Background: an optimization exercise with open tools, aiming at small area. Do not read the settings as production practice.
The RTL was checked by simulation tests, not by an equivalence proof against the original design.
The flow treats the clock pin as an ideal source, which a real chip does not have.

==> trial 18: inputs <==
==> flow/design.v <==
`timescale 1ns/100ps
module cpu_top
(
    input  logic        clk,
    input  logic        reset,
    input  logic [15:0] mem_rdata,
    output logic [15:0] mem_addr,
    output logic        mem_we,
    output logic [15:0] mem_wdata,
    output logic        halted
);
    localparam logic [2:0] S_INIT = 3'd0, S_EXEC = 3'd1, S_JMP2 = 3'd2,
                           S_LOAD2 = 3'd3, S_ST2 = 3'd4, S_HALT = 3'd5;
    logic [3:0]  ph;
    logic [2:0]  st;
    logic [2:0]  st_nx;
    logic [15:0] r0, r1, r2, r3, r4, r5, r6, r7;
    logic [15:0] pc;
    logic [15:0] mar;
    logic [11:0] ir;
    logic        z, c, pcc;
    wire ph0   = (ph == 4'd0);
    wire ph1   = (ph == 4'd1);
    wire ph15  = (ph == 4'd8);
    wire fetch = (st == S_EXEC) && ph0;
    wire [11:0] ins = fetch ? mem_rdata[15:4] : ir;
    wire [5:0]  op  = ins[11:6];
    wire [2:0]  rx  = ins[5:3];
    wire [2:0]  ry  = ins[2:0];
    wire [7:0] heads = {r7[0], r6[0], r5[0], r4[0], r3[0], r2[0], r1[0], r0[0]};
    wire a = heads[rx];
    wire b = heads[ry];
    wire is_halt = (op == 6'd0);
    wire is_not  = (op == 6'd4);
    wire is_inc  = (op == 6'd5);
    wire is_dec  = (op == 6'd6);
    wire is_and  = (op == 6'd7);
    wire is_or   = (op == 6'd8);
    wire is_xor  = (op == 6'd9);
    wire is_add  = (op == 6'd10);
    wire is_sub  = (op == 6'd12);
    wire is_cmp  = (op == 6'd16);
    wire is_jmp  = (op == 6'd23);
    wire is_jz   = (op == 6'd24);
    wire is_jnz  = (op == 6'd25);
    wire is_mov  = (op == 6'd32);
    wire is_ld   = (op == 6'd33);
    wire is_ldi  = (op == 6'd35);
    wire is_st   = (op == 6'd37);
    wire alu_wr = is_not | is_inc | is_dec | is_and | is_or | is_xor | is_add | is_sub;
    wire flag   = alu_wr | is_cmp;
    wire taken  = is_jmp | (is_jz & z) | (is_jnz & ~z);
    wire skip2  = (is_jz & ~z) | (is_jnz & z);
    wire bb   = is_inc ? 1'b0 : is_dec ? 1'b1 : (is_sub | is_cmp) ? ~b : b;
    wire cin  = ph0 ? (is_inc | is_sub | is_cmp) : c;
    wire sum  = a ^ bb ^ cin;
    wire cout = (a & bb) | (a & cin) | (bb & cin);
    wire [3:0] tt = is_not ? 4'b0011 : is_and ? 4'b1000 : is_or ? 4'b1110 :
                    is_xor ? 4'b0110 : 4'b1010;
    wire lop  = is_not | is_and | is_or | is_xor | is_mov;
    wire res  = lop ? tt[{a, b}] : sum;
    wire two     = (st == S_EXEC) & skip2;
    wire pc_cin  = ph0 ? ~two : (pcc | (ph1 & two));
    wire pc_new  = pc[0] ^ pc_cin;
    wire d = ph0 ? mem_rdata[0] : mar[0];
    logic       pc_in, mar_in, mar_pload, wd, wen, wall;
    logic [2:0] widx;
    logic       z_nx;
    always_comb begin
        pc_in     = pc[0];
        mar_in    = mar[0];
        mar_pload = 1'b0;
        wd        = 1'b0;
        wen       = 1'b0;
        wall      = 1'b0;
        widx      = rx;
        z_nx      = z;
        st_nx     = st;
        case (st)
            S_INIT: begin
                pc_in  = 1'b0;
                mar_in = 1'b0;
                wall   = 1'b1;
                z_nx   = 1'b0;
                st_nx  = S_EXEC;
            end
            S_EXEC: begin
                if (is_st) begin
                    pc_in  = b;
                    mar_in = a;
                    wen    = 1'b1;
                    widx   = ry;
                    wd     = pc_new;
                end else if (is_ld) begin
                    mar_in = b;
                end else begin
                    pc_in  = pc_new;
                    mar_in = pc_new;
                    if (alu_wr | is_mov) begin
                        wen = 1'b1;
                        wd  = res;
                    end
                    if (flag)
                        z_nx = (ph0 | z) & ~res;
                end
                if (is_halt)
                    st_nx = S_HALT;
                else if (is_st)
                    st_nx = S_ST2;
                else if (is_ld | is_ldi)
                    st_nx = S_LOAD2;
                else if (taken)
                    st_nx = S_JMP2;
                else
                    st_nx = S_EXEC;
            end
            S_JMP2: begin
                mar_pload = ph0;
                pc_in     = d;
                mar_in    = d;
                st_nx     = S_EXEC;
            end
            S_LOAD2: begin
                mar_pload = ph0;
                pc_in     = pc_new;
                mar_in    = pc_new;
                wen       = 1'b1;
                wd        = d;
                st_nx     = S_EXEC;
            end
            S_ST2: begin
                pc_in  = b;
                mar_in = b;
                wen    = 1'b1;
                widx   = ry;
                wd     = pc[0];
                st_nx  = S_EXEC;
            end
            default: begin
                st_nx = S_HALT;
            end
        endcase
    end
    wire [7:0] we = {8{wall}} | ({8{wen}} & (8'd1 << widx));
    always_ff @(posedge clk or posedge reset) begin
        if (reset) begin
            ph <= 4'd0;
            st <= S_INIT;
        end else begin
            ph <= {ph[2:0], ph[3] ^ ph[2] ^ (ph[2:0] == 3'b000)};
            if (ph15)
                st <= st_nx;
        end
    end
    always_ff @(posedge clk) begin
        r0  <= {we[0] ? wd : r0[0], r0[15:1]};
        r1  <= {we[1] ? wd : r1[0], r1[15:1]};
        r2  <= {we[2] ? wd : r2[0], r2[15:1]};
        r3  <= {we[3] ? wd : r3[0], r3[15:1]};
        r4  <= {we[4] ? wd : r4[0], r4[15:1]};
        r5  <= {we[5] ? wd : r5[0], r5[15:1]};
        r6  <= {we[6] ? wd : r6[0], r6[15:1]};
        r7  <= {we[7] ? wd : r7[0], r7[15:1]};
        pc  <= {pc_in, pc[15:1]};
        mar <= {mar_in, mar_pload ? mem_rdata[15:1] : mar[15:1]};
        if (fetch)
            ir <= mem_rdata[15:4];
        z   <= z_nx;
        c   <= cout;
        pcc <= pc[0] & pc_cin;
    end
    assign mem_addr  = mar;
    assign mem_wdata = pc;
    assign mem_we    = (st == S_ST2) && ph0;
    assign halted    = (st == S_HALT);
endmodule
==> flow/flow/run.sh <==
#!/bin/bash
# The standard layout (standard.sh) with three changes:
#  - synthesis maps the logic with an area-oriented ABC script (flow/area.abc);
#    everything else in the synthesis script is synth_recipe.tcl unchanged;
#  - port buffers are buf_1 and the clock tree is built from clkbuf_4 without
#    dummy loads; flow/post_cts.tcl upsizes the leaf clock buffers whose
#    flip-flops would see a slow clock edge.
# Each tool's output is in the ORFS logs under orfs/logs; make's own output
# goes to standard.log here.
set -euo pipefail
W=$PWD
{ head -n 1 synth_recipe.tcl
  echo "proc abc {args} { set i [lsearch \$args -script]; if {\$i >= 0} { lset args [expr {\$i + 1}] $W/flow/area.abc }; yosys abc {*}\$args }"
  tail -n +2 synth_recipe.tcl; } > my_synth.tcl
sed "s#$W/synth_recipe.tcl#$W/my_synth.tcl#g" standard.sh > my_standard.sh
grep -q my_synth.tcl my_standard.sh
export BUFFER_PORTS_ARGS="-buffer_cell sky130_fd_sc_hd__buf_1"
export CTS_ARGS="-sink_clustering_enable -repair_clock_nets -dont_use_dummy_load -buf_list {sky130_fd_sc_hd__clkbuf_4}"
export POST_CTS_TCL="$W/flow/post_cts.tcl"
bash my_standard.sh > standard.log 2>&1
==> flow/flow/area.abc <==
strash
ifraig
dc2
strash
dch -f
amap
==> flow/flow/post_cts.tcl <==
# Upsize the leaf clock buffers whose flip-flops would see too slow a clock
# edge, then legalize the placement again.
estimate_parasitics -placement
set upsized 0
foreach inst [get_cells -filter "ref_name == sky130_fd_sc_hd__clkbuf_4"] {
  set o [get_pins -of_objects $inst -filter "direction == output"]
  set n [get_nets -of_objects $o]
  set mx 0
  foreach p [get_pins -of_objects $n -filter "direction == input"] {
    if {[get_property $p name] ne "CLK"} { continue }
    set s [get_property $p slew_max]
    if {$s > $mx} { set mx $s }
  }
  if {$mx > 0.116} {
    replace_cell $inst sky130_fd_sc_hd__clkbuf_8
    incr upsized
  }
}
puts "post_cts: upsized $upsized clock buffers"
if {$upsized > 0} {
  detailed_placement
  check_placement -verbose
}
==> flow/standard.sh <==
#!/bin/bash
# synth_recipe.tcl (not shown) runs the flow's synth.tcl, then flattens the netlist and writes it again
# the make line also repeats each setting of config.mk as NAME=value (left out here)
make -C /OpenROAD-flow-scripts/flow DESIGN_CONFIG=/design/flow/config.mk WORK_HOME=/design/flow/orfs CLKGATE_MAP_FILE= SYNTH_SCRIPT=/design/flow/synth_recipe.tcl "${@:-finish}"
==> flow/config.mk <==
export PLATFORM = sky130hd
export DESIGN_NAME = cpu_top
export DESIGN_NICKNAME = cpu_top
export VERILOG_FILES = /design/flow/design.v
export SDC_FILE = /design/flow/constraint.sdc
export NUM_CORES = 4
export LEC_CHECK = 0
export ABC_AREA = 1
export CAP_MARGIN = 20
export CORE_MARGIN = 2
export CORE_UTILIZATION = 40
export SLEW_MARGIN = 20
==> flow/constraint.sdc <==
create_clock -name core_clock -period 8.0 [get_ports {clk}]
set_input_delay 1.6000 -clock core_clock [delete_from_list [all_inputs] [get_ports {clk}]]
set_output_delay 1.6000 -clock core_clock [all_outputs]
set_load 0.01 [all_outputs]
==> trial 61 (differences from trial 18) <==
--- a/flow/design.v
+++ b/flow/design.v
@@ -22,5 +22,4 @@
     wire ph0   = (ph == 4'd0);
     wire ph1   = (ph == 4'd1);
-    wire ph15  = (ph == 4'd8);
     wire fetch = (st == S_EXEC) && ph0;
     wire [11:0] ins = fetch ? mem_rdata[15:4] : ir;
@@ -56,8 +55,6 @@
     wire sum  = a ^ bb ^ cin;
     wire cout = (a & bb) | (a & cin) | (bb & cin);
-    wire [3:0] tt = is_not ? 4'b0011 : is_and ? 4'b1000 : is_or ? 4'b1110 :
-                    is_xor ? 4'b0110 : 4'b1010;
-    wire lop  = is_not | is_and | is_or | is_xor | is_mov;
-    wire res  = lop ? tt[{a, b}] : sum;
+    wire res  = is_not ? ~a : is_and ? (a & b) : is_or ? (a | b) : is_xor ? (a ^ b) :
+                is_mov ? b : sum;
     wire two     = (st == S_EXEC) & skip2;
     wire pc_cin  = ph0 ? ~two : (pcc | (ph1 & two));
@@ -148,6 +145,6 @@
             st <= S_INIT;
         end else begin
-            ph <= {ph[2:0], ph[3] ^ ph[2] ^ (ph[2:0] == 3'b000)};
-            if (ph15)
+            ph <= ph + 4'd1;
+            if (ph == 4'd15)
                 st <= st_nx;
         end
==> flow/flow/run.sh (replaced) <==
#!/bin/bash
# The standard layout (bash standard.sh), with smaller port buffers and a clock
# tree built without dummy loads. Each tool's output is in the ORFS logs under
# orfs/logs; make's own output goes to standard.log here.
set -euo pipefail
export BUFFER_PORTS_ARGS="-buffer_cell sky130_fd_sc_hd__buf_1"
export CTS_ARGS="-sink_clustering_enable -repair_clock_nets -dont_use_dummy_load -buf_list {sky130_fd_sc_hd__clkbuf_4 sky130_fd_sc_hd__clkbuf_8}"
bash standard.sh > standard.log 2>&1
removed: flow/flow/area.abc
removed: flow/flow/post_cts.tcl
==> qor summary <==
quantity	trial 18	trial 61
Result of the run	complete, no violations	complete, no violations
Maximum operating frequency	160.8 MHz	264.9 MHz
Horizontal die dimension	113.7 um	120.8 um
Setup slack after layout	1779 ps	4225 ps
Final instance area	5354 um^2	6071 um^2
Fill count	1130	1283
Clock period minus worst slack	6221 ps	3775 ps
Met2 routing resource usage after global routing	18.64%	22.44%
Wire length per cell	13.24 um	12.91 um
Nonclk buf count	52	51
Worst path most repeated cell	clkinv_1	nand2_1
RR Endpoint	r0[15]	r5[15]
Starting density of the core	40.57%	41.06%

==> static timing again, ports no longer ideal <==
In the flow no input, the clock included, has a driving cell. The finished layouts below were timed again as built, in two steps.
Step 1: set_driving_cell puts a clkbuf_16 on clk and a buf_2 on each other input, an assumption about the parent block.
Step 2 times the ports against the registers' clock, not the clock port: input delays grow and output delays shrink by t, the midpoint of the rising clock arrivals with the driver on.
a / b / c = no drivers / after step 1 / after step 2; a / b = the first two.
run	shift t [ns]	slack for setup (ns)	latest minus earliest clock arrival (ns)
trial 18	0.555	1.779 / 1.779 / 1.779	0.036 / 0.036
trial 61	0.459	4.225 / 4.228 / 3.769	0.041 / 0.042
After both steps every run listed still meets setup and hold. For trial 61, which loses most, drivers alone change the setup slack by +0.003 ns; drivers and shift together by -0.456 ns.
